This design comes from an exercise in tuning for small area on the open sky130 flow, not from production work. Only simulation tests tie the RTL to the original design; equivalence was not proved. No activity file was given, so power comes from the tool's default toggle rates.

==> flow/design.v <==
`timescale 1ns/1ps
module midi_uart_rx (
  input logic Clk,
  input logic reset,
  input logic midi_in,
  output logic [7:0] rx_byte,
  output logic rx_valid
);
  localparam logic [9:0] HALF_BIT = 10'd353;  
  localparam logic [9:0] FULL_BIT = 10'd357;  
  localparam logic [9:0] BAUD_END = 10'd190;
  localparam logic [3:0] IDLE = 4'd10;
  logic [1:0] sync;  
  logic line_d;
  logic [9:0] baud;
  logic [3:0] bit_cnt;  
  logic [3:0] bit_inc;
  logic idle;
  logic sample_now;
  logic [7:0] shift;
  assign idle = bit_cnt[3] & bit_cnt[1];  
  assign sample_now = !idle && (baud == BAUD_END);
  assign rx_valid = sample_now && bit_cnt[3] && bit_cnt[0] && sync[1];  
  assign rx_byte = shift;
  assign bit_inc = {bit_cnt[3] ^ (bit_cnt[2] & bit_cnt[1] & bit_cnt[0]),
                    bit_cnt[2] ^ (bit_cnt[1] & bit_cnt[0]),
                    bit_cnt[1] ^ bit_cnt[0],
                    ~bit_cnt[0]};
  always_ff @(posedge Clk) begin
    if (reset) begin
      sync <= 2'b11;
      line_d <= 1'b1;
      bit_cnt <= IDLE;
    end else begin
      sync <= {sync[0], midi_in};
      line_d <= sync[1];
      if (idle) begin
        if (line_d && !sync[1]) bit_cnt <= '0;  
      end else if (sample_now) begin
        if (bit_cnt == 4'd0 && sync[1]) bit_cnt <= IDLE;  
        else bit_cnt <= bit_inc;  
      end
    end
  end
  always_ff @(posedge Clk) begin
    if (idle) baud <= HALF_BIT;
    else if (sample_now) baud <= FULL_BIT;
    else baud <= {baud[8:0], baud[9] ^ baud[6]};
  end
  always_ff @(posedge Clk) begin
    if (sample_now && !(bit_cnt[3] && bit_cnt[0])) begin
      shift <= {sync[1], shift[7:1]};
    end
  end
endmodule
`timescale 1ns/1ps
module midi_parser (
  input logic Clk,
  input logic reset,
  input logic [7:0] rx_byte,
  input logic rx_valid,
  output logic ev_valid,
  output logic ev_cmd,  
  output logic [6:0] ev_note
);
  localparam logic [1:0] WAIT_STATUS = 2'd0;
  localparam logic [1:0] WAIT_NOTE = 2'd1;
  localparam logic [1:0] WAIT_VEL = 2'd2;
  logic [1:0] state;
  logic run_on;  
  logic is_status;
  logic is_system;
  logic is_note;
  assign is_status = rx_byte[7];
  assign is_system = (rx_byte[7:4] == 4'hF);
  assign is_note = (rx_byte[7:5] == 3'b100);
  assign ev_cmd = !(run_on && (rx_byte[6:0] != 7'd0));  
  always_ff @(posedge Clk) begin
    if (reset) begin
      state <= WAIT_STATUS;
      ev_valid <= 1'b0;
    end else begin
      ev_valid <= rx_valid && !is_status && (state == WAIT_VEL);
      if (rx_valid) begin
        if (is_status) begin
          if (!is_system) begin
            state <= is_note ? WAIT_NOTE : WAIT_STATUS;
          end
        end else begin
          case (state)
            WAIT_NOTE: state <= WAIT_VEL;
            WAIT_VEL: state <= WAIT_NOTE;
            default: state <= WAIT_STATUS;
          endcase
        end
      end
    end
  end
  always_ff @(posedge Clk) begin
    if (rx_valid && is_status && is_note) begin
      run_on <= rx_byte[4];
    end
    if (rx_valid && !is_status && state == WAIT_NOTE) begin
      ev_note <= rx_byte[6:0];
    end
  end
endmodule
`timescale 1ns/1ps
module voice_alloc (
  input logic Clk,
  input logic reset,
  input logic ev_valid,
  input logic ev_cmd,  
  input logic [6:0] ev_note,
  input logic [1:0] vis,
  input logic [4*7-1:0] ring_note,  
  output logic [4-1:0] voice_active,
  output logic [1:0] wr_slot,
  output logic wr_pend
);
  localparam logic NOTE_ON = 1'b0;
  localparam logic NOTE_OFF = 1'b1;
  localparam logic [1:0] SCAN_IDLE = 2'd0;
  localparam logic [1:0] SCAN_MATCH = 2'd1;
  localparam logic [1:0] SCAN_FREE = 2'd2;
  localparam logic [1:0] SCAN_START = 2'd3;  
  logic [1:0] state;
  logic [1:0] idx;
  logic [1:0] pos;
  logic [6:0] idx_note;
  logic hit;
  logic slot_free;
  logic at_last;
  assign pos = idx - vis;
  assign wr_slot = idx;
  always_comb begin
    idx_note = '0;
    for (int i = 0; i < 4; i++) begin
      if (pos == 2'(i)) idx_note = ring_note[7*i +: 7];
    end
  end
  assign hit = voice_active[idx] && (idx_note == ev_note);
  assign slot_free = !voice_active[idx];
  assign at_last = (idx == 2'd3);
  always_ff @(posedge Clk) begin
    if (reset) begin
      state <= SCAN_IDLE;
      idx <= '0;
      voice_active <= '0;
      wr_pend <= 1'b0;
    end else begin
      if (wr_pend && vis == idx) wr_pend <= 1'b0;
      case (state)
        SCAN_IDLE: begin
          if (ev_valid) state <= SCAN_START;
        end
        SCAN_START: begin
          state <= SCAN_MATCH;
          idx <= '0;
        end
        SCAN_MATCH: begin
          if (hit) begin
            if (ev_cmd == NOTE_OFF) voice_active[idx] <= 1'b0;
            state <= SCAN_IDLE;
          end else if (!at_last) begin
            idx <= idx + 1'b1;
          end else if (ev_cmd == NOTE_ON) begin
            state <= SCAN_FREE;
            idx <= '0;
          end else begin
            state <= SCAN_IDLE;
          end
        end
        SCAN_FREE: begin
          if (slot_free) begin
            voice_active[idx] <= 1'b1;
            wr_pend <= 1'b1;
            state <= SCAN_IDLE;
          end else if (!at_last) begin
            idx <= idx + 1'b1;
          end else begin
            state <= SCAN_IDLE;
          end
        end
      endcase
    end
  end
endmodule
`timescale 1ns/1ps
module voice_osc (
  input logic Clk,
  input logic reset,
  input logic [4-1:0] voice_active,
  input logic [6:0] new_note,
  input logic [1:0] wr_slot,
  input logic wr_pend,
  output logic [1:0] vis,
  output logic [4*7-1:0] ring_note,
  output logic signed [18-1:0] mix_sample,
  output logic mix_valid,
  output logic signed [18-1:0] held
);
  function automatic logic [13:0] note_inc(input logic [6:0] n);
    case (n)
      7'd0: note_inc = 14'd5;
      7'd1: note_inc = 14'd5;
      7'd2: note_inc = 14'd6;
      7'd3: note_inc = 14'd6;
      7'd4: note_inc = 14'd6;
      7'd5: note_inc = 14'd7;
      7'd6: note_inc = 14'd7;
      7'd7: note_inc = 14'd8;
      7'd8: note_inc = 14'd8;
      7'd9: note_inc = 14'd9;
      7'd10: note_inc = 14'd9;
      7'd11: note_inc = 14'd10;
      7'd12: note_inc = 14'd10;
      7'd13: note_inc = 14'd11;
      7'd14: note_inc = 14'd12;
      7'd15: note_inc = 14'd13;
      7'd16: note_inc = 14'd13;
      7'd17: note_inc = 14'd14;
      7'd18: note_inc = 14'd15;
      7'd19: note_inc = 14'd16;
      7'd20: note_inc = 14'd17;
      7'd21: note_inc = 14'd18;
      7'd22: note_inc = 14'd19;
      7'd23: note_inc = 14'd20;
      7'd24: note_inc = 14'd21;
      7'd25: note_inc = 14'd23;
      7'd26: note_inc = 14'd24;
      7'd27: note_inc = 14'd26;
      7'd28: note_inc = 14'd27;
      7'd29: note_inc = 14'd29;
      7'd30: note_inc = 14'd31;
      7'd31: note_inc = 14'd32;
      7'd32: note_inc = 14'd34;
      7'd33: note_inc = 14'd36;
      7'd34: note_inc = 14'd39;
      7'd35: note_inc = 14'd41;
      7'd36: note_inc = 14'd43;
      7'd37: note_inc = 14'd46;
      7'd38: note_inc = 14'd49;
      7'd39: note_inc = 14'd52;
      7'd40: note_inc = 14'd55;
      7'd41: note_inc = 14'd58;
      7'd42: note_inc = 14'd62;
      7'd43: note_inc = 14'd65;
      7'd44: note_inc = 14'd69;
      7'd45: note_inc = 14'd73;
      7'd46: note_inc = 14'd78;
      7'd47: note_inc = 14'd82;
      7'd48: note_inc = 14'd87;
      7'd49: note_inc = 14'd93;
      7'd50: note_inc = 14'd98;
      7'd51: note_inc = 14'd104;
      7'd52: note_inc = 14'd110;
      7'd53: note_inc = 14'd117;
      7'd54: note_inc = 14'd124;
      7'd55: note_inc = 14'd131;
      7'd56: note_inc = 14'd139;
      7'd57: note_inc = 14'd147;
      7'd58: note_inc = 14'd156;
      7'd59: note_inc = 14'd165;
      7'd60: note_inc = 14'd175;
      7'd61: note_inc = 14'd186;
      7'd62: note_inc = 14'd197;
      7'd63: note_inc = 14'd208;
      7'd64: note_inc = 14'd221;
      7'd65: note_inc = 14'd234;
      7'd66: note_inc = 14'd248;
      7'd67: note_inc = 14'd263;
      7'd68: note_inc = 14'd278;
      7'd69: note_inc = 14'd295;
      7'd70: note_inc = 14'd312;
      7'd71: note_inc = 14'd331;
      7'd72: note_inc = 14'd351;
      7'd73: note_inc = 14'd372;
      7'd74: note_inc = 14'd394;
      7'd75: note_inc = 14'd417;
      7'd76: note_inc = 14'd442;
      7'd77: note_inc = 14'd468;
      7'd78: note_inc = 14'd496;
      7'd79: note_inc = 14'd526;
      7'd80: note_inc = 14'd557;
      7'd81: note_inc = 14'd590;
      7'd82: note_inc = 14'd625;
      7'd83: note_inc = 14'd662;
      7'd84: note_inc = 14'd702;
      7'd85: note_inc = 14'd744;
      7'd86: note_inc = 14'd788;
      7'd87: note_inc = 14'd835;
      7'd88: note_inc = 14'd884;
      7'd89: note_inc = 14'd937;
      7'd90: note_inc = 14'd993;
      7'd91: note_inc = 14'd1052;
      7'd92: note_inc = 14'd1114;
      7'd93: note_inc = 14'd1181;
      7'd94: note_inc = 14'd1251;
      7'd95: note_inc = 14'd1325;
      7'd96: note_inc = 14'd1404;
      7'd97: note_inc = 14'd1488;
      7'd98: note_inc = 14'd1576;
      7'd99: note_inc = 14'd1670;
      7'd100: note_inc = 14'd1769;
      7'd101: note_inc = 14'd1875;
      7'd102: note_inc = 14'd1986;
      7'd103: note_inc = 14'd2104;
      7'd104: note_inc = 14'd2229;
      7'd105: note_inc = 14'd2362;
      7'd106: note_inc = 14'd2502;
      7'd107: note_inc = 14'd2651;
      7'd108: note_inc = 14'd2809;
      7'd109: note_inc = 14'd2976;
      7'd110: note_inc = 14'd3153;
      7'd111: note_inc = 14'd3340;
      7'd112: note_inc = 14'd3539;
      7'd113: note_inc = 14'd3750;
      7'd114: note_inc = 14'd3973;
      7'd115: note_inc = 14'd4209;
      7'd116: note_inc = 14'd4459;
      7'd117: note_inc = 14'd4724;
      7'd118: note_inc = 14'd5005;
      7'd119: note_inc = 14'd5303;
      7'd120: note_inc = 14'd5618;
      7'd121: note_inc = 14'd5952;
      7'd122: note_inc = 14'd6306;
      7'd123: note_inc = 14'd6681;
      7'd124: note_inc = 14'd7079;
      7'd125: note_inc = 14'd7500;
      7'd126: note_inc = 14'd7946;
      7'd127: note_inc = 14'd8418;
      default: note_inc = 14'd0;
    endcase
  endfunction
  function automatic logic [14:0] qsin(input logic [6:0] j);
    case (j)
      7'd0: qsin = 15'h0000;
      7'd1: qsin = 15'h0332;
      7'd2: qsin = 15'h0661;
      7'd3: qsin = 15'h098d;
      7'd4: qsin = 15'h0cb5;
      7'd5: qsin = 15'h0fda;
      7'd6: qsin = 15'h12fa;
      7'd7: qsin = 15'h1616;
      7'd8: qsin = 15'h192e;
      7'd9: qsin = 15'h1c40;
      7'd10: qsin = 15'h1f4d;
      7'd11: qsin = 15'h2255;
      7'd12: qsin = 15'h2556;
      7'd13: qsin = 15'h2851;
      7'd14: qsin = 15'h2b45;
      7'd15: qsin = 15'h2e32;
      7'd16: qsin = 15'h3118;
      7'd17: qsin = 15'h33f6;
      7'd18: qsin = 15'h36cc;
      7'd19: qsin = 15'h3999;
      7'd20: qsin = 15'h3c5d;
      7'd21: qsin = 15'h3f19;
      7'd22: qsin = 15'h41ca;
      7'd23: qsin = 15'h4472;
      7'd24: qsin = 15'h470f;
      7'd25: qsin = 15'h49a1;
      7'd26: qsin = 15'h4c29;
      7'd27: qsin = 15'h4ea5;
      7'd28: qsin = 15'h5115;
      7'd29: qsin = 15'h537a;
      7'd30: qsin = 15'h55d1;
      7'd31: qsin = 15'h581c;
      7'd32: qsin = 15'h5a5a;
      7'd33: qsin = 15'h5c8a;
      7'd34: qsin = 15'h5eac;
      7'd35: qsin = 15'h60c0;
      7'd36: qsin = 15'h62c5;
      7'd37: qsin = 15'h64bc;
      7'd38: qsin = 15'h66a3;
      7'd39: qsin = 15'h687b;
      7'd40: qsin = 15'h6a43;
      7'd41: qsin = 15'h6bfb;
      7'd42: qsin = 15'h6da2;
      7'd43: qsin = 15'h6f39;
      7'd44: qsin = 15'h70be;
      7'd45: qsin = 15'h7233;
      7'd46: qsin = 15'h7396;
      7'd47: qsin = 15'h74e7;
      7'd48: qsin = 15'h7626;
      7'd49: qsin = 15'h7754;
      7'd50: qsin = 15'h786e;
      7'd51: qsin = 15'h7976;
      7'd52: qsin = 15'h7a6c;
      7'd53: qsin = 15'h7b4e;
      7'd54: qsin = 15'h7c1d;
      7'd55: qsin = 15'h7cd9;
      7'd56: qsin = 15'h7d82;
      7'd57: qsin = 15'h7e16;
      7'd58: qsin = 15'h7e98;
      7'd59: qsin = 15'h7f05;
      7'd60: qsin = 15'h7f5f;
      7'd61: qsin = 15'h7fa5;
      7'd62: qsin = 15'h7fd7;
      7'd63: qsin = 15'h7ff5;
      7'd64: qsin = 15'h7fff;
      default: qsin = 15'h0000;
    endcase
  endfunction
  logic [24-1:0] ph0, ph1, ph2, ph3;  
  logic [6:0] nt0, nt1, nt2, nt3;  
  logic first;  
  logic [6:0] cur_note;
  logic cur_active;
  logic [24-1:0] inc;
  logic [24-1:0] psum;
  logic [24:0] pc;
  logic [24-1:0] next_phase;
  logic [7:0] addr;
  logic [6:0] qidx;
  logic [14:0] qmag;
  logic neg;
  logic [18-1:0] addend;
  logic [18-1:0] part;
  logic [18:0] fc;
  logic [18-1:0] fsum;
  logic signed [18-1:0] frame;
  assign ring_note = {nt3, nt2, nt1, nt0};
  assign cur_note = (wr_pend && wr_slot == vis) ? new_note : nt0;
  assign cur_active = voice_active[vis];
  assign inc = 24'(note_inc(cur_note));
  always_comb begin
    pc[0] = 1'b0;
    for (int i = 0; i < 24; i++) begin
      psum[i] = ph0[i] ^ inc[i] ^ pc[i];
      pc[i+1] = (ph0[i] & inc[i]) | (pc[i] & (ph0[i] ^ inc[i]));
    end
  end
  assign next_phase = cur_active ? psum : '0;  
  always_ff @(posedge Clk) begin
    ph0 <= ph1;
    ph1 <= ph2;
    ph2 <= ph3;
    ph3 <= next_phase;
    nt0 <= nt1;
    nt1 <= nt2;
    nt2 <= nt3;
    nt3 <= cur_note;
  end
  assign addr = ph2[24-1 -: 8];
  assign neg = addr[7];
  assign qidx = addr[6] ? (7'd0 - addr[6:0]) : addr[6:0];
  assign qmag = qsin(qidx);
  assign addend = {{3{neg}}, qmag ^ {15{neg}}};  
  assign mix_valid = (vis == 2'd2) && !first;
  assign part = (vis == 2'd2) ? '0 : frame;  
  always_comb begin
    fc[0] = neg;
    for (int i = 0; i < 18; i++) begin
      fsum[i] = part[i] ^ addend[i] ^ fc[i];
      fc[i+1] = (part[i] & addend[i]) | (fc[i] & (part[i] ^ addend[i]));
    end
  end
  assign mix_sample = mix_valid ? frame : held;
  always_ff @(posedge Clk) begin
    if (reset) begin
      vis <= '0;
      first <= 1'b1;
      frame <= '0;
      held <= '0;
    end else begin
      vis <= vis + 1'b1;
      if (vis == 2'd2) first <= 1'b0;
      frame <= first ? '0 : fsum;
      if (mix_valid) held <= frame;
    end
  end
endmodule
`timescale 1ns/1ps
module sigma_delta_dac (
  input logic Clk,
  input logic reset,
  input logic signed [18-1:0] held,  
  output logic pdm_out
);
  logic [18-1:0] acc;
  logic [18-1:0] level;
  logic [18:0] c;
  logic [18-1:0] sum;
  assign level = {~held[18-1], held[18-2:0]};  
  always_comb begin
    c[0] = 1'b0;
    for (int i = 0; i < 18; i++) begin
      sum[i] = acc[i] ^ level[i] ^ c[i];
      c[i+1] = (acc[i] & level[i]) | (c[i] & (acc[i] ^ level[i]));
    end
  end
  always_ff @(posedge Clk) begin
    if (reset) begin
      acc <= '0;
      pdm_out <= 1'b0;
    end else begin
      acc <= sum;
      pdm_out <= c[18];
    end
  end
endmodule
`timescale 1ns/1ps
module synth_top (
  input logic Clk,
  input logic reset,
  input logic midi_in,
  output logic pdm_out,
  output logic [4-1:0] voice_active,
  output logic signed [18-1:0] mix_sample,
  output logic mix_valid
);
  logic [7:0] rx_byte;
  logic rx_valid;
  logic ev_valid;
  logic ev_cmd;
  logic [6:0] ev_note;
  logic [1:0] vis;
  logic [4*7-1:0] ring_note;
  logic [1:0] wr_slot;
  logic wr_pend;
  logic signed [18-1:0] held;
  midi_uart_rx u_rx (
    .Clk(Clk),
    .reset(reset),
    .midi_in(midi_in),
    .rx_byte(rx_byte),
    .rx_valid(rx_valid)
  );
  midi_parser u_parser (
    .Clk(Clk),
    .reset(reset),
    .rx_byte(rx_byte),
    .rx_valid(rx_valid),
    .ev_valid(ev_valid),
    .ev_cmd(ev_cmd),
    .ev_note(ev_note)
  );
  voice_alloc u_alloc (
    .Clk(Clk),
    .reset(reset),
    .ev_valid(ev_valid),
    .ev_cmd(ev_cmd),
    .ev_note(ev_note),
    .vis(vis),
    .ring_note(ring_note),
    .voice_active(voice_active),
    .wr_slot(wr_slot),
    .wr_pend(wr_pend)
  );
  voice_osc u_osc (
    .Clk(Clk),
    .reset(reset),
    .voice_active(voice_active),
    .new_note(ev_note),
    .wr_slot(wr_slot),
    .wr_pend(wr_pend),
    .vis(vis),
    .ring_note(ring_note),
    .mix_sample(mix_sample),
    .mix_valid(mix_valid),
    .held(held)
  );
  sigma_delta_dac u_dac (
    .Clk(Clk),
    .reset(reset),
    .held(held),
    .pdm_out(pdm_out)
  );
endmodule
==> flow/run.sh <==
#!/bin/bash
# synth_recipe.tcl (not shown) runs the flow's synth.tcl, then flattens the netlist and writes it again
# the make line also repeats each setting of config.mk as NAME=value (left out here)
make -C /OpenROAD-flow-scripts/flow DESIGN_CONFIG=/design/flow/config.mk WORK_HOME=/design/flow/orfs CLKGATE_MAP_FILE= SYNTH_SCRIPT=/design/flow/synth_recipe.tcl finish
==> flow/constraint.sdc <==
create_clock -name core_clock -period 40.0 [get_ports {Clk}]
set_input_delay 8.0000 -clock core_clock [delete_from_list [all_inputs] [get_ports {Clk}]]
set_output_delay 8.0000 -clock core_clock [all_outputs]
set_load 0.01 [all_outputs]
==> flow/config.mk <==
export PLATFORM = sky130hd
export DESIGN_NAME = synth_top
export DESIGN_NICKNAME = synth_top
export VERILOG_FILES = /design/flow/design.v
export SDC_FILE = /design/flow/constraint.sdc
export NUM_CORES = 4
export LEC_CHECK = 0
export ABC_AREA = 1
export CAP_MARGIN = 20
export CORE_MARGIN = 2
export CORE_UTILIZATION = 40
export SLEW_MARGIN = 20
==> summary.md, run 1 <==
| Metric | Value |
|---|---|
| Most frequent cells after synthesis | `nand2_1, dfxtp_1, inv_1` |
| Post-Syn Instances | `1383` |
| Design area | `0.01249 mm^2` |
| Synth top area cells | `dfxtp_1, nand2_1, fa_1, inv_1, nor2_1` |
| Worst-path maximum fanout | `20` |
| Main synth FF type | `dfxtp_1` |
| Pin count of the biggest net entering global routing | `49` |
| Initial antenna violation count | `0` |
| Cts repair resizes | `0` |
| Netlist cell types | `50` |
| Yosys warns | `5` |
| Max-cap violations | `0` |
| CTS tree | `done` |
| Setup_tns | `0 ps` |
| Top layer in use | `met4` |
| RSZ-0062 raised after global routing | `false` |
| Setup CP Type | `reg2out` |
| Vias in the first global route | `8366` |
| Hold crit path type | `reg2reg` |
| CP arrival | `3280 ps` |
| Final slew viol count | `0` |
| Status | `timing/DRC/antenna clean` |
| Syn Nets | `1472` |
| CP startpoint | `u_osc.vis[1]` |
| First-pass GRT wire length | `40790 um` |
| FFs w/ async S/R, synth | `0%` |
| Initial Utilization | `40.90%` |
| Syn Area/Cell | `8.016 um^2` |
| Cell area after synthesis | `0.01109 mm^2` |
| Final wirelength | `24270 um` |
| Final hold violation count | `0` |
| Critical Path Sink | `mix_sample[10]` |
| Worst r2r src | `u_osc.ph2[16]` |
| Initial DRC count | `683` |
| Vias per inst | `4.839` |
| H-tree Lvls | `1` |
| Crit path top cell by count | `inv_1` |
| Max Freq | `0.08869 GHz` |
| Clock sink total | `227` |
| Drt first pass iters | `8` |
| Number of diodes | `0` |
| Tmin final | `11280 ps` |
| Area occupied by multi-input gates | `0.005331 mm^2` |
| Final period util | `28.19%` |
| DRC viols | `0` |
| Cts hold-fix bufs | `0` |
| Worst hold slack | `301.0 ps` |
| Vias | `8638` |
| Critical Path RT | `32000 ps` |
| Crit Reg-Reg Endpoint | `u_osc.frame[17]` |
| PD cells | `57.87 mW/mm^2` |
| Worst stage delay on the critical path | `620 ps` |
| Maximum vdd drop | `0.03590 mV` |
| DP Worst Slack | `29200 ps` |
| CP Capture Type | `output pin` |
| Post-synth EDFFs | `16` |
| #FFs+latches synth | `227` |
| Post-DP Area | `0.01164 mm^2` |
| Reg clk slew, reported paths | `60 ps` |
| Reg area | `0.004705 mm^2` |
| CTS buffer count | `25` |
| Crit path buf inv count | `5` |
| IO Count | `27` |
| WP depth | `8` |
| CTS Buffer Depth | `3` |
| IO Port Bufs | `26` |
| Leak Pwr | `5.626 nW` |
| Final number of setup-violating endpoints | `0` |
| DRT antenna net count | `0` |
| Sequential element share of the synthesized area | `42.44%` |
| Routed wire per std cell | `13.60 um` |
| Global-route usage over all layers | `17.14%` |
| Core Box Area | `0.02710 mm^2` |
| Setup crit start kind | `flop` |
| Most numerous cell in the Yosys netlist | `nand2_1` |
| GPL Wtd Cong | `0.8908` |
| Cells along the critical path | `ha_1 > inv_1 > nor2_1 > buf_4 > inv_1 > o21ai_0 > inv_1 > clkdlybuf4s50_1` |
| Worst skew pair latency | `520 ps` |
| Clk root buf | `clkbuf_16` |
| Die area | `0.02906 mm^2` |
| Die width | `170.5 um` |
| Clock Skew | `25.58 ps` |
| Max_slew headroom | `43.76%` |
| Met1 wire length | `11530 um` |
| Synth-to-layout area growth | `12.64%` |
| WL met2 | `10870 um` |
| FP Rows | `60` |
| Share of layout cells above drive strength 1 | `8.422%` |
| R2R cell count | `34` |
| Synth top area share | `38.10%` |
| Worst-Margin Slew | `843.5 ps` |
| PnR worst setup slack | `28720 ps` |
| Post-CTS setup buffers | `0` |
| Hpwl dp | `17390 um` |
| Nets | `1486` |
| Height of the die | `170.5 um` |
| Slowest-stage cell, CP | `ha_1` |
| CP delay by family, top | `buffers and inverters` |
| GRT overflow | `0` |
| Met3 wire length | `1219 um` |
| FF-to-FF setup slack | `29850 ps` |
| Yosys top cell by area | `dfxtp_1` |
| # fillers | `2636` |
==> cell type report <==
type,instances,share of cell area [%]
Tap cell,372,3.727
Multi-Input combinational cell,890,42.70
Clock buffer,30,5.401
Timing Repair Buffer,35,2.585
Clock inverter,13,1.363
Sequential cell,227,37.68
Inverter,218,6.553
==> cells by family (layout without fill, tap and decap cells) <==
family | after synthesis | count (layout) | synth area share [%]
AND/OR/NAND/NOR | 554 | 554 | 21.43
buffers and inverters | 266 | 296 | 9.537
AO/OA/AOI/OAI | 230 | 230 | 12.18
flip-flops | 227 | 227 | 42.44
adder cells (fa/ha/maj) | 86 | 86 | 12.82
XOR/XNOR | 19 | 19 | 1.501
multiplexers | 1 | 1 | 0.09030
==> where the power goes <==
group	internal (mW)	switching (mW)	total [mW]
Sequential	0.254	0.0111	0.265
Clock	0.145	0.0883	0.233
Combinational	0.0741	0.150	0.224
==> state kept, by name, indices dropped and copies added, names as in the netlist, 2 cells and up, named ones only <==
signal,count
u_osc.ph2,24
u_dac.acc,18
u_osc.held,18
u_alloc.idx,2
u_alloc.state,2
u_osc.nt1,7
u_rx.shift,8
u_rx.bit_cnt,4
u_osc.ph0,24
u_parser.state,2
u_osc.nt3,7
u_parser.ev_note,7
u_osc.frame,18
u_osc.vis,2
u_osc.ph1,24
u_rx.baud,10
u_osc.nt0,7
u_osc.ph3,24
u_rx.sync,2
u_osc.nt2,7
==> worst min path at each step <==
stage	cells after the start	start	slack (ps)	to
global route	0	u_osc.ph1[11]	320	u_osc.ph0[11]
CTS	0	u_osc.ph1[11]	300	u_osc.ph0[11]
finish	0	u_osc.ph1[11]	300	u_osc.ph0[11]
global placement	0	u_osc.ph2[2]	310	u_osc.ph1[2]
detailed placement	0	u_osc.ph1[9]	310	u_osc.ph0[9]
floorplan	0	u_osc.ph1[0]	310	u_osc.ph0[0]
==> stage by stage <==
step | util, % | power (mW) | std cells
finish | 46.08 | 0.7226 | 1785
global route | 46.08 | 0.7705 | 1785
CTS | 46.08 | 0.7283 | 1785
detailed placement | 42.96 | 0.4908 | 1742
global placement | 42.96 | 0.4904 | 1742
floorplan | - | 0.4405 | 1383
==> cell usage in the layout (no fill, tap or decap), types with 27 or more instances in the layout <==
cell	count
dfxtp_1	211
o21ai_0	85
nand3_1	61
nor2_1	163
nand2_1	254
inv_1	202
fa_1	46
o21ai_1	27
a21oi_1	48
ha_1	40
==> per-layer routing <==
metal	vias to the layer above	GRT usage [%]
li1	4413	-
met1	3957	24.19
met2	220	27.20
met3	48	2.070
met4	0	5.909
met5	-	0
==> run 2, diff against run 1 <==
--- a/flow/config.mk
+++ b/flow/config.mk
@@ -10,3 +10,5 @@
 export CORE_MARGIN = 2
 export CORE_UTILIZATION = 40
+export CTS_BUF_LIST = sky130_fd_sc_hd__clkbuf_2
+export CTS_CLUSTER_SIZE = 20
 export SLEW_MARGIN = 20
==> run 2 against run 1 <==
Effect of this change: still clean on timing, DRC and antenna; synthesized area stayed put; critical path type unchanged; routed wire length is 0.41% higher; setup slack worse by 320 ps; clock skew is 38 ps higher; hold slack worse by 20 ps; maximum frequency is 2.8% lower; largest power group unchanged; utilization is 1.1 points lower; clock power is 33% lower; combinational power hardly changed; global-route usage is 0.26 points higher; cell count is 3.5% higher; non-clock buffer count stayed put.
==> summary.md, run 2 <==
| Metric | Value |
|---|---|
| Status | `timing/DRC/antenna clean` |
| Synth top area share | `38.10%` |
| Final number of setup-violating endpoints | `0` |
| # fillers | `2718` |
| Vias per inst | `4.807` |
| Die width | `170.5 um` |
| Final hold violation count | `0` |
| Worst-path maximum fanout | `20` |
| Crit path top cell by count | `inv_1` |
| Core Util, Final | `44.95%` |
| Xor/xnor cell area share of the yosys netlist | `1.501%` |
| Global-route usage over all layers | `17.40%` |
| Max Freq | `0.08621 GHz` |
| Initial Utilization | `40.90%` |
| Syn Area/Cell | `8.016 um^2` |
| CTS buffer count | `60` |
| CP arrival | `3600 ps` |
| Cts repair resizes | `0` |
| Largest family of logic cells by synthesized area | `simple AND/OR/NAND/NOR gates` |
| Nets | `1521` |
| Die area | `0.02906 mm^2` |
| Cells along the critical path | `inv_1 > ha_1 > inv_1 > nor2_1 > buf_4 > inv_1 > o21ai_0 > inv_1 > clkdlybuf4s50_1` |
| Cell area after synthesis | `0.01109 mm^2` |
| Busiest grt layer | `met2` |
| Vias in the first global route | `8633` |
| Initial antenna violation count | `1` |
| Share of layout cells above drive strength 1 | `11.66%` |
| Core Box Area | `0.02710 mm^2` |
| Slowest-stage cell, CP | `ha_1` |
| Setup crit start kind | `flop` |
| Commonest non-fill, non-tap cell in the layout | `nand2_1` |
| Reg clk slew, reported paths | `100 ps` |
| Area occupied by multi-input gates | `0.005331 mm^2` |
| Highest-count cells in the layout ignoring fill and taps | `nand2_1, dfxtp_1, inv_1, nor2_1, o21ai_0` |
| Most frequent cells after synthesis | `nand2_1, dfxtp_1, inv_1` |
| Yosys top cell by area | `dfxtp_1` |
| Post-Syn Instances | `1383` |
| Clock sink total | `227` |
| Worst-Margin Slew | `858.7 ps` |
| Synth top area cells | `dfxtp_1, nand2_1, fa_1, inv_1, nor2_1` |
| Max-cap violations | `0` |
| Syn Nets | `1472` |
| IO Port Bufs | `26` |
| PnR worst setup slack | `28400 ps` |
| Crit Reg-Reg Endpoint | `u_osc.frame[17]` |
| Worst skew pair latency | `850 ps` |
| Final period util | `29.00%` |
| Clk root buf | `clkbuf_2` |
| GPL Wtd Cong | `0.8908` |
| Netlist cell types | `50` |
| DRC viols | `0` |
| Most numerous cell in the Yosys netlist | `nand2_1` |
| DRT antenna net count | `0` |
| Clock Skew | `63.45 ps` |
| Synth-to-layout area growth | `9.898%` |
| Sequential element share of the synthesized area | `42.44%` |
| Main synth FF type | `dfxtp_1` |
| Setup_tns | `0 ps` |
| FP Rows | `60` |
| Synth Area in Adders | `12.82%` |
| Hold depth | `0` |
| Final slew viol count | `0` |
| Leak Pwr | `5.618 nW` |
| Tmin final | `11600 ps` |
| Post-synthesis compound-gate area fraction | `12.18%` |
| Yosys warns | `5` |
| Mux cell area share after synthesis | `0.09029%` |
| First-pass GRT wire length | `41280 um` |
| Cts hold-fix bufs | `0` |
| Setup CP Type | `reg2out` |
| Critical Path RT | `32000 ps` |
| CP Capture Type | `output pin` |
| Post-synth EDFFs | `16` |
| Final wirelength | `24370 um` |
| RSZ-0062 raised after global routing | `false` |
| Met3 Resource Use GR | `2.977%` |
| PD cells | `52.90 mW/mm^2` |
| Maximum vdd drop | `0.02340 mV` |
| Reg area | `0.004705 mm^2` |
| CTS tree | `done` |
| GRT overflow | `0` |
| CTS Buffer Depth | `3` |
| Routed wire per std cell | `13.19 um` |
| Pin count of the biggest net entering global routing | `49` |
| Initial DRC count | `605` |
| #FFs+latches synth | `227` |
| Post-CTS setup buffers | `0` |
| Synth Area in Simple Gates | `21.43%` |
| Vias | `8884` |
| R2R cell count | `34` |
| IO Count | `27` |
| Hold path start | `u_osc.ph3[20]` |
| FF-to-FF setup slack | `29880 ps` |
| Height of the die | `170.5 um` |
| H-tree Lvls | `2` |
| Drt first pass iters | `7` |
| DP Worst Slack | `29200 ps` |
| Worst r2r src | `u_osc.ph2[16]` |
| Hold crit path type | `reg2reg` |
| Hpwl dp | `17390 um` |
| GR Layer Usage met2 | `27.32%` |
| Hold Path Sink | `u_osc.ph2[20]` |
| FFs w/ async S/R, synth | `0%` |
| Worst stage delay on the critical path | `600 ps` |
| Max_slew headroom | `42.76%` |
| M1 GR Usage | `23.94%` |
[run 2: area by class of cell]
cell class / instances / share of cell area, %
multi-input combinational: 890 / 43.76
antenna: 1 / 0.02054
clock buffer: 84 / 3.451
tap: 372 / 3.820
inverter: 218 / 6.717
sequential: 227 / 38.62
clock inverter: 21 / 0.9654
timing repair buffer: 35 / 2.650
[run 2: worst max-delay path, delay by kind of cell, from the launching register on]
family,cells,cell delay (ps)
and+or+nand+nor,1,130
buffers and inverters,6,1350
AOI/OAI and AO/OA,1,340
DFF,1,380
adders and majority gates,1,600
[run 2: cell families (layout without fill, tap and decap cells)]
| kind of cell | count (synthesis) | after routing |
|---|---|---|
| simple gates | 554 | 554 |
| buf+inv | 266 | 358 |
| compound gates | 230 | 230 |
| flops | 227 | 227 |
| fa+ha+maj | 86 | 86 |
| xor+xnor | 19 | 19 |
| mux | 1 | 1 |
| other cells | 0 | 1 |
[run 2: per-stage QoR]
stage               instances  total power [mW]  hold WS (ps)  area [um^2]
floorplan                1383            0.4405         309.6        11090
global placement         1742            0.4904         309.9        11640
detailed placement       1742            0.4908         312.1        11640
CTS                      1847            0.6519         278.7        12180
global route             1848            0.6965         268.9        12180
finish                   1848            0.6445         281.1        12180
[run 2: worst max-delay path by stage]
stage / start / endpoint / slack (ps) / cells past startpoint
after floorplan: u_osc.vis[1] / mix_sample[13] / 30260 / 8
after global routing: u_osc.vis[0] / mix_sample[15] / 27970 / 9
final: u_osc.vis[0] / mix_sample[10] / 28400 / 9
after CTS: u_osc.vis[1] / mix_sample[10] / 28240 / 8
after global placement: u_osc.vis[0] / mix_sample[10] / 29310 / 9
after detailed placement: u_osc.vis[0] / mix_sample[10] / 29200 / 9
[run 2: report_power, final]
| group | total (mW) | internal (mW) | switching (mW) |
|---|---|---|---|
| Clock | 0.156 | 0.0637 | 0.0918 |
| Combinational | 0.224 | 0.0741 | 0.150 |
| Sequential | 0.264 | 0.253 | 0.0111 |
[run 2: metal layers]
layer | wire length (um) | share of wire (%) | up-vias
met5 | 0 | 0 | -
met2 | 11030 | 45 | 225
met4 | 510 | 2.1 | 0
li1 | - | - | 4521
met1 | 11670 | 48 | 4095
met3 | 1162 | 4.8 | 43
==> run 3, diff against run 2 <==
--- a/flow/config.mk
+++ b/flow/config.mk
@@ -10,5 +10,5 @@
 export CORE_MARGIN = 2
 export CORE_UTILIZATION = 40
-export CTS_BUF_LIST = sky130_fd_sc_hd__clkbuf_2
-export CTS_CLUSTER_SIZE = 20
+export CTS_BUF_LIST = sky130_fd_sc_hd__clkbuf_4
+export CTS_CLUSTER_SIZE = 30
 export SLEW_MARGIN = 20
==> run 3 against run 2 <==
Effect of this change: critical path depth unchanged; combinational power about the same; first-iteration DRC count up 5.6%; register-to-register slack about the same; setup slack better by 170 ps; cell count up 0.11%; count of clock-buffer cells in the layout up 3; maximum frequency up 1.5%; hold slack better by 21 ps; total power up 5.8%; synthesized cell count unchanged; routed wire length up 0.54%; critical endpoint unchanged; largest power group unchanged; highest routed layer unchanged.
==> summary.md, run 3 <==
| Metric | Value |
|---|---|
| Initial antenna violation count | `1` |
| CP arrival | `3430 ps` |
| GPL Wtd Cong | `0.8908` |
| GRT overflow | `0` |
| Core Box Area | `0.02710 mm^2` |
| CP Capture Type | `output pin` |
| Area occupied by multi-input gates | `0.005331 mm^2` |
| Cts hold-fix bufs | `0` |
| First-pass GRT wire length | `41660 um` |
| Worst-Margin Slew | `830.4 ps` |
| Clock Skew | `45.50 ps` |
| Clock power frac | `28.3%` |
| H-tree Lvls | `2` |
| Sw power | `253.7 uW` |
| Crit path top cell by count | `inv_1` |
| Reg area | `0.004705 mm^2` |
| Hold depth | `0` |
| R2R cell count | `34` |
| Initial Utilization | `40.90%` |
| Syn Nets | `1472` |
| Netlist cell types | `50` |
| Yosys warns | `5` |
| FF-to-FF setup slack | `29880 ps` |
| Tmin final | `11430 ps` |
| Die area | `0.02906 mm^2` |
| Slowest-stage cell, CP | `ha_1` |
| Crit path buf inv count | `6` |
| Worst skew pair latency | `710 ps` |
| Cells along the critical path | `inv_1 > ha_1 > inv_1 > nor2_1 > buf_4 > inv_1 > o21ai_0 > inv_1 > clkdlybuf4s50_1` |
| Post-synth EDFFs | `16` |
| Main synth FF type | `dfxtp_1` |
| Clock sink total | `227` |
| Vias | `8867` |
| Reg clk slew, reported paths | `70 ps` |
| CP delay by family, top | `buffers and inverters` |
| DRT antenna net count | `0` |
| Final number of setup-violating endpoints | `0` |
| Final wirelength | `24510 um` |
| Max_slew headroom | `44.64%` |
| Max Freq | `0.08749 GHz` |
| Status | `timing/DRC/antenna clean` |
| Maximum vdd drop | `0.02249 mV` |
| Reg power frac | `38.9%` |
| Hpwl dp | `17390 um` |
| Internal Power | `427.9 uW` |
| PD cells | `55.02 mW/mm^2` |
| Max-cap violations | `0` |
| IO Count | `27` |
| Comb pwr share | `32.9%` |
| Final slew viol count | `0` |
| Setup_tns | `0 ps` |
| Final hold violation count | `0` |
| Syn Area/Cell | `8.016 um^2` |
| Core Util, Final | `45.72%` |
| Most frequent cells after synthesis | `nand2_1, dfxtp_1, inv_1` |
| Worst-path maximum fanout | `20` |
| Synth top area cells | `dfxtp_1, nand2_1, fa_1, inv_1, nor2_1` |
| Final period util | `28.58%` |
| Vias per inst | `4.793` |
| Most numerous cell in the Yosys netlist | `nand2_1` |
| Commonest non-fill, non-tap cell in the layout | `nand2_1` |
| Synth-to-layout area growth | `11.76%` |
| Setup crit start kind | `flop` |
| CTS buffer count | `60` |
| Cts repair resizes | `0` |
| Setup CP Type | `reg2out` |
| #FFs+latches synth | `227` |
| Cell area after synthesis | `0.01109 mm^2` |
| Hold path start | `u_osc.ph1[19]` |
| WP depth | `9` |
| Leak Pwr | `5.656 nW` |
| # fillers | `2686` |
| Height of the die | `170.5 um` |
| Share of layout cells above drive strength 1 | `11.78%` |
| FFs w/ async S/R, synth | `0%` |
| Synth top area share | `38.10%` |
| Die width | `170.5 um` |
| Highest-count cells in the layout ignoring fill and taps | `nand2_1, dfxtp_1, inv_1, nor2_1, clkbuf_4` |
| Critical Path RT | `32000 ps` |
| Post-CTS setup buffers | `0` |
| Critical Path Sink | `mix_sample[10]` |
| Sequential element share of the synthesized area | `42.44%` |
| Hold crit path type | `reg2reg` |
| Clk root buf | `clkbuf_4` |
| Yosys top cell by area | `dfxtp_1` |
| Post-Syn Instances | `1383` |
| Pin count of the biggest net entering global routing | `49` |
| CTS tree | `done` |
| CP startpoint | `u_osc.vis[0]` |
| FP Rows | `60` |
| RSZ-0062 raised after global routing | `false` |
| Vias in the first global route | `8666` |
| Nets | `1521` |
| IO Port Bufs | `26` |
| DRC viols | `0` |
| Crit Reg-Reg Endpoint | `u_osc.frame[17]` |
| Worst stage delay on the critical path | `590 ps` |
| Routed wire per std cell | `13.25 um` |
| Worst r2r src | `u_osc.ph2[16]` |
| Global-route usage over all layers | `17.61%` |
| Initial DRC count | `639` |
| Switch share | `37.23%` |
| CTS Buffer Depth | `3` |
| Drt first pass iters | `5` |
run 3: cell types whose count changed in the layout (fill, tap and decap cells not counted), sizes merged:
cell    before  now
clkinv      18   17
bufinv       1    0
clkbuf      84   87
inv        219  220
run 3: cells by family after synthesis:
family / share of synthesized area [%]
simple gates: 21.43
buf+inv: 9.537
compound gates: 12.18
flops: 42.44
fa+ha+maj: 12.82
xor+xnor: 1.501
mux: 0.09030
run 3: worst min path at each step:
stage	end	slack (ps)
2_1_floorplan	u_osc.ph0[0]	310
3_3_place_gp	u_osc.ph1[2]	310
3_5_place_dp	u_osc.ph0[9]	310
4_1_cts	u_osc.ph2[20]	290
5_1_grt	u_osc.ph2[20]	290
6_report	u_osc.ph0[19]	300
run 3: final cells by class:
class                      instances  share of cell area (%)
sequential                       227                   37.97
tap                              372                   3.757
antenna                            1                 0.02020
multi-input combinational        890                   43.03
inverter                         218                   6.605
timing repair buffer              35                   2.606
clock inverter                    20                  0.7372
clock buffer                      87                   5.272
run 3: power by group through the flow:
stage	Clock [mW]	Sequential [mW]	Combinational, mW
finish	0.193	0.265	0.224
global route	0.214	0.268	0.254
CTS	0.203	0.265	0.223
detailed placement	0	0.270	0.221
global placement	0	0.269	0.221
floorplan	0	0.267	0.174
run 3: metrics by stage:
stage / hold WS [ps] / instance area, um^2 / setup WS, ps / cells / power, mW
2_1_floorplan: 309.6 / 11090 / 30260 / 1383 / 0.4405
3_3_place_gp: 309.9 / 11640 / 29310 / 1742 / 0.4904
3_5_place_dp: 312.1 / 11640 / 29200 / 1742 / 0.4908
4_1_cts: 294.8 / 12390 / 28410 / 1849 / 0.6906
5_1_grt: 288.9 / 12390 / 28130 / 1850 / 0.7362
6_report: 301.9 / 12390 / 28570 / 1850 / 0.6816
run 3: routing by layer:
layer	wire length [um]	vias up	track usage [%]
li1	-	4516	-
met1	11590	4073	23.96
met2	11130	228	27.54
met3	1210	50	3.488
met4	568	0	6.986
met5	0	-	0
==> run 4, diff against run 3 <==
--- a/flow/config.mk
+++ b/flow/config.mk
@@ -11,4 +11,5 @@
 export CORE_UTILIZATION = 40
 export CTS_BUF_LIST = sky130_fd_sc_hd__clkbuf_4
-export CTS_CLUSTER_SIZE = 30
+export CTS_CLUSTER_DIAMETER = 50
+export CTS_CLUSTER_SIZE = 8
 export SLEW_MARGIN = 20
==> run 4 against run 3 <==
Effect of this change: still clean on timing, DRC and antenna; non-clock buffer count stayed put; design area shrank 3.0%; sequential cell count did not move; critical path type unchanged; largest cell class unchanged.
==> summary.md, run 4 <==
| Metric | Value |
|---|---|
| Setup CP Type | `reg2out` |
| Hpwl dp | `17390 um` |
| Critical Path RT | `32000 ps` |
| FFs w/ async S/R, synth | `0%` |
| Synth top area share | `38.10%` |
| #FFs+latches synth | `227` |
| FF-to-FF setup slack | `29900 ps` |
| Slowest-stage cell, CP | `ha_1` |
| Routed wire per std cell | `13.55 um` |
| FP Rows | `60` |
| First-pass GRT wire length | `41210 um` |
| Hold Path Sink | `u_osc.ph0[18]` |
| Clk root buf | `clkbuf_4` |
| Worst-Margin Slew | `850.6 ps` |
| Cts hold-fix bufs | `0` |
| Worst-path maximum fanout | `20` |
| R2R cell count | `34` |
| Total Power | `622.4 uW` |
| CTS Buffer Depth | `3` |
| Height of the die | `170.5 um` |
| H-tree Lvls | `2` |
| Most numerous cell in the Yosys netlist | `nand2_1` |
| Post-synth EDFFs | `16` |
| Pin count of the biggest net entering global routing | `49` |
| Clock Skew | `40.90 ps` |
| Vias per inst | `4.844` |
| Sw power | `238.0 uW` |
| Vias | `8676` |
| Clock power frac | `21.4%` |
| Final wirelength | `24260 um` |
| Max_slew headroom | `43.30%` |
| Core Box Area | `0.02710 mm^2` |
| Share of layout cells above drive strength 1 | `9.168%` |
| Vias in the first global route | `8423` |
| Post-Syn Instances | `1383` |
| Setup_tns | `0 ps` |
| Comb pwr share | `36.1%` |
| Reg clk slew, reported paths | `80 ps` |
| Yosys top cell by area | `dfxtp_1` |
| CP arrival | `3360 ps` |
| Max-cap violations | `0` |
| Netlist cell types | `50` |
| Synth-to-layout area growth | `8.442%` |
| Hold crit path type | `reg2reg` |
| Reg power frac | `42.5%` |
| Syn Area/Cell | `8.016 um^2` |
| Cts repair resizes | `0` |
| Nets | `1497` |
| Die width | `170.5 um` |
| RSZ-0062 raised after global routing | `false` |
| Die area | `0.02906 mm^2` |
| Final period util | `28.41%` |
| Final hold violation count | `0` |
| Initial Utilization | `40.90%` |
| Cells along the critical path | `inv_1 > ha_1 > inv_1 > nor2_1 > buf_4 > inv_1 > o21ai_0 > inv_1 > clkdlybuf4s50_1` |
| Maximum vdd drop | `0.02027 mV` |
| Highest-count cells in the layout ignoring fill and taps | `nand2_1, dfxtp_1, inv_1, nor2_1, o21ai_0` |
| Commonest non-fill, non-tap cell in the layout | `nand2_1` |
| CTS buffer count | `36` |
| Internal Power | `384.4 uW` |
| Yosys warns | `5` |
| Tmin final | `11360 ps` |
| Syn Nets | `1472` |
| Sequential element share of the synthesized area | `42.44%` |
| CP Capture Type | `output pin` |
| Initial DRC count | `646` |
| CTS tree | `done` |
| Synth top area cells | `dfxtp_1, nand2_1, fa_1, inv_1, nor2_1` |
| Final slew viol count | `0` |
| Worst stage delay on the critical path | `600 ps` |
| GRT overflow | `0` |
| Drt first pass iters | `7` |
| IO Port Bufs | `26` |
| Post-CTS setup buffers | `0` |
| Hold path start | `u_osc.ph1[18]` |
| Crit path top cell by count | `inv_1` |
| DRC viols | `0` |
| Main synth FF type | `dfxtp_1` |
| Switch share | `38.24%` |
| Clock sink total | `227` |
| Crit Reg-Reg Endpoint | `u_osc.frame[17]` |
| GPL Wtd Cong | `0.8908` |
| Setup crit start kind | `flop` |
| DRT antenna net count | `0` |
| Initial antenna violation count | `1` |
| IO Count | `27` |
| Final number of setup-violating endpoints | `0` |
| Max Freq | `0.08799 GHz` |
| Worst skew pair latency | `610 ps` |
| Global-route usage over all layers | `17.39%` |
| Cell area after synthesis | `0.01109 mm^2` |
| Core Util, Final | `44.36%` |
| Worst hold slack | `314.7 ps` |
| Leak Pwr | `5.443 nW` |
| Worst r2r src | `u_osc.ph2[16]` |
| Status | `timing/DRC/antenna clean` |
| Most frequent cells after synthesis | `nand2_1, dfxtp_1, inv_1` |
| PD cells | `51.78 mW/mm^2` |
| Hold depth | `0` |
run 4: final cells by class:
class | instances | area [um^2]
Fill cell | 2700 | 15080
Multi-Input combinational cell | 890 | 5331
Sequential cell | 227 | 4705
Inverter | 218 | 818.3
Tap cell | 372 | 465.4
Clock buffer | 43 | 322.8
Timing Repair Buffer | 35 | 322.8
Clock inverter | 5 | 53.80
Antenna cell | 1 | 2.502
run 4: metal layers:
layer  vias to the layer above  global-route usage [%]  routed length, um
li1                       4433                       -                  -
met4                         0                   5.463                519
met5                         -                       0                  0
met3                        52                   2.814               1118
met2                       203                   27.61              10930
met1                      3988                   24.29              11700
run 4: worst max-delay path by stage:
stage / start / to / slack [ps] / depth (start not counted)
detailed placement: u_osc.vis[0] / mix_sample[10] / 29200 / 9
global placement: u_osc.vis[0] / mix_sample[10] / 29310 / 9
floorplan: u_osc.vis[1] / mix_sample[13] / 30260 / 8
CTS: u_osc.vis[1] / mix_sample[10] / 28520 / 8
finish: u_osc.vis[0] / mix_sample[10] / 28640 / 9
global route: u_osc.vis[0] / mix_sample[15] / 28220 / 9
run 4: kinds of logic (layout without fill, tap and decap cells):
group,after synthesis,in the layout,synth area share (%)
other,0,1,0
muxes,1,1,0.09030
and+or+nand+nor,554,554,21.43
DFF,227,227,42.44
AOI/OAI and AO/OA,230,230,12.18
buffers and inverters,266,301,9.537
xor gates and xnor gates,19,19,1.501
adders and majority gates,86,86,12.82
run 4: critical path: cells and delay by family (launching register included):
kind	cells	cell delay, ps
fa+ha+maj	1	600
buf+inv	6	1340
flops	1	370
simple gates	1	130
compound gates	1	330
run 4: through the flow:
stage / instances / worst slack (ps) / instance area [um^2]
floorplan: 1383 / 30260 / 11090
global placement: 1742 / 29310 / 11640
detailed placement: 1742 / 29200 / 11640
CTS: 1790 / 28520 / 12020
global route: 1791 / 28220 / 12020
finish: 1791 / 28640 / 12020
run 4: power by group through the flow:
stage	Sequential (mW)	Clock [mW]	Combinational (mW)
2_1_floorplan	0.267	0	0.174
3_3_place_gp	0.269	0	0.221
3_5_place_dp	0.270	0	0.221
4_1_cts	0.265	0.141	0.223
5_1_grt	0.268	0.150	0.255
6_report	0.264	0.133	0.225
==> run 5, diff against run 4 <==
--- a/flow/config.mk
+++ b/flow/config.mk
@@ -10,6 +10,6 @@
 export CORE_MARGIN = 2
 export CORE_UTILIZATION = 40
-export CTS_BUF_LIST = sky130_fd_sc_hd__clkbuf_4
-export CTS_CLUSTER_DIAMETER = 50
-export CTS_CLUSTER_SIZE = 8
+export CTS_BUF_LIST = sky130_fd_sc_hd__clkbuf_8
+export CTS_CLUSTER_DIAMETER = 60
+export CTS_CLUSTER_SIZE = 14
 export SLEW_MARGIN = 20
==> run 5 against run 4 <==
Effect of this change: cell count fell by 1.0%; maximum frequency rose by 0.56%; utilization rose by 0.13 points; sequential cell count did not move; largest cell class unchanged; sequential share of layout area fell by 0.12 points; sequential power barely moved.
==> summary.md, run 5 <==
| Metric | Value |
|---|---|
| Synth-to-layout area growth | `8.770%` |
| Pin count of the biggest net entering global routing | `49` |
| Status | `timing/DRC/antenna clean` |
| Nets | `1482` |
| Height of the die | `170.5 um` |
| Global-route usage over all layers | `17.00%` |
| FP Rows | `60` |
| Routed wire per std cell | `13.54 um` |
| Total Power | `629.4 uW` |
| GRT overflow | `0` |
| Yosys warns | `5` |
| Reg clk slew, reported paths | `90 ps` |
| Max_slew headroom | `43.56%` |
| Commonest non-fill, non-tap cell in the layout | `nand2_1` |
| Worst hold slack | `315.2 ps` |
| Hold path start | `u_osc.ph1[11]` |
| Sequential element share of the synthesized area | `42.44%` |
| Vias | `8613` |
| Vias in the first global route | `8276` |
| R2R cell count | `32` |
| Synth top area cells | `dfxtp_1, nand2_1, fa_1, inv_1, nor2_1` |
| Final period util | `28.25%` |
| Cts hold-fix bufs | `0` |
| Max Freq | `0.08849 GHz` |
| Share of layout cells above drive strength 1 | `7.852%` |
| Hold depth | `0` |
| Synth top area share | `38.10%` |
| Hpwl dp | `17390 um` |
| PD cells | `52.20 mW/mm^2` |
| GPL Wtd Cong | `0.8908` |
| FFs w/ async S/R, synth | `0%` |
| # fillers | `2679` |
| #FFs+latches synth | `227` |
| CTS tree | `done` |
| CP Capture Type | `output pin` |
| Post-synth EDFFs | `16` |
| Final number of setup-violating endpoints | `0` |
| Number of diodes | `0` |
| IO Port Bufs | `26` |
| Critical Path RT | `32000 ps` |
| Setup_tns | `0 ps` |
| IO Count | `27` |
| Most numerous cell in the Yosys netlist | `nand2_1` |
| Die width | `170.5 um` |
| Worst skew pair latency | `520 ps` |
| Hold crit path type | `reg2reg` |
| Placed Instances | `1742` |
| Post-CTS setup buffers | `0` |
| Clock Skew | `23.04 ps` |
| Netlist cell types | `50` |
| Tmin final | `11300 ps` |
| Syn Nets | `1472` |
| Clock sink total | `227` |
| DRT antenna net count | `0` |
| CTS buffer count | `21` |
| Post-Syn Instances | `1383` |
| Initial DRC count | `654` |
| Core Util, Final | `44.49%` |
| Maximum vdd drop | `0.02339 mV` |
| Final wirelength | `24000 um` |
| Worst-Margin Slew | `846.7 ps` |
| Core Box Area | `0.02710 mm^2` |
| Final hold violation count | `0` |
| Clk root buf | `clkbuf_8` |
| DRC viols | `0` |
| CTS Buffer Depth | `3` |
| Initial antenna violation count | `0` |
| Non-filler cells, final | `1773` |
| Most frequent cells after synthesis | `nand2_1, dfxtp_1, inv_1` |
| Cts repair resizes | `0` |
| PnR worst setup slack | `28700 ps` |
| Post-DP Area | `0.01164 mm^2` |
| CP startpoint | `u_osc.vis[0]` |
| Worst-path maximum fanout | `20` |
| Main synth FF type | `dfxtp_1` |
| Max-cap violations | `0` |
| Worst r2r src | `u_osc.ph2[16]` |
| First-pass GRT wire length | `40500 um` |
| Setup crit start kind | `flop` |
| Leak Pwr | `5.440 nW` |
| FF-to-FF setup slack | `29860 ps` |
| Vias per inst | `4.858` |
| Highest-count cells in the layout ignoring fill and taps | `nand2_1, dfxtp_1, inv_1, nor2_1, o21ai_0` |
| Cell area after synthesis | `0.01109 mm^2` |
| Setup CP Type | `reg2out` |
| RSZ-0062 raised after global routing | `false` |
| Final slew viol count | `0` |
| Initial Utilization | `40.90%` |
| Yosys top cell by area | `dfxtp_1` |
| Syn Area/Cell | `8.016 um^2` |
| Die area | `0.02906 mm^2` |
| H-tree Lvls | `1` |
| Drt first pass iters | `6` |
| CP arrival | `3300 ps` |
| Design area | `0.01206 mm^2` |
| DP Worst Slack | `29200 ps` |
run 5: critical path, cell delays in order, from the launching register on:
cell and delay, ps:
dfxtp_1 380, inv_1 80, ha_1 590, inv_1 200, nor2_1 130, buf_4 230, inv_1 270, o21ai_0 330
inv_1 70, clkdlybuf4s50_1 500
run 5: logic make-up (layout without fill, tap and decap cells):
logic type,Yosys count,after routing,share of synthesized area (%)
AND/OR/NAND/NOR,554,554,21.43
XOR/XNOR,19,19,1.501
flip-flops,227,227,42.44
multiplexers,1,1,0.09030
AO/OA/AOI/OAI,230,230,12.18
adder cells (fa/ha/maj),86,86,12.82
buffers and inverters,266,284,9.537
run 5: worst paths after layout:
check / end
min reg2reg: u_osc.ph0[11]
max: mix_sample[10]
min: u_osc.ph0[11]
max reg2reg: u_osc.frame[17]
run 5: where the power goes:
group          internal [mW]  switching [mW]
clock network         0.0677          0.0737
registers              0.253          0.0111
logic                 0.0741           0.149
run 5: layer usage:
metal	wire length, um	vias up	global-route usage [%]
met2	10680	204	26.88
met5	0	-	0
met3	1119	44	2.047
li1	-	4390	-
met1	11650	3975	24.25
met4	550	0	5.425
run 5: final cells by class:
cell class | instances | area [um^2] | share of cell area, %
repair buffers | 35 | 322.8 | 2.677
clock inverters | 7 | 85.08 | 0.7056
multi-input cells | 890 | 5331 | 44.22
inverters | 218 | 818.3 | 6.786
clock buffers | 24 | 330.3 | 2.739
well taps | 372 | 465.4 | 3.860
flip-flops and latches | 227 | 4705 | 39.02

==> re-timing with driven ports <==
How much do the figures lean on ideal ports? The routed layouts below were timed once more, with nothing changed but the port constraints.
Step 1 (the two cells are an assumption about what drives the block):
set clk [get_ports {Clk}]
set_driving_cell -lib_cell sky130_fd_sc_hd__clkbuf_16 $clk
set_driving_cell -lib_cell sky130_fd_sc_hd__buf_2 [delete_from_list [all_inputs] $clk]
Step 2 times the ports against the registers' clock, not the clock port: input delays grow and output delays shrink by t, the midpoint of the rising clock arrivals with the driver on.
a / b / c = no drivers / after step 1 / after step 2; a / b = the first two.
run	t (ns)	setup slack, ns	clock arrival spread, ns	worst slew at a driven data input, ns	cell pins on the clock port's net
run 1	0.557	28.725 / 28.677 / 29.234	0.026 / 0.026	0.03	1
run 2	0.858	28.401 / 28.358 / 29.216	0.063 / 0.064	0.03	1
run 3	0.731	28.569 / 28.527 / 29.258	0.048 / 0.048	0.03	1
run 4	0.635	28.636 / 28.594 / 29.229	0.041 / 0.042	0.03	1
run 5	0.551	28.699 / 28.653 / 29.204	0.023 / 0.023	0.03	1
After both steps setup and hold are still met in every run listed.
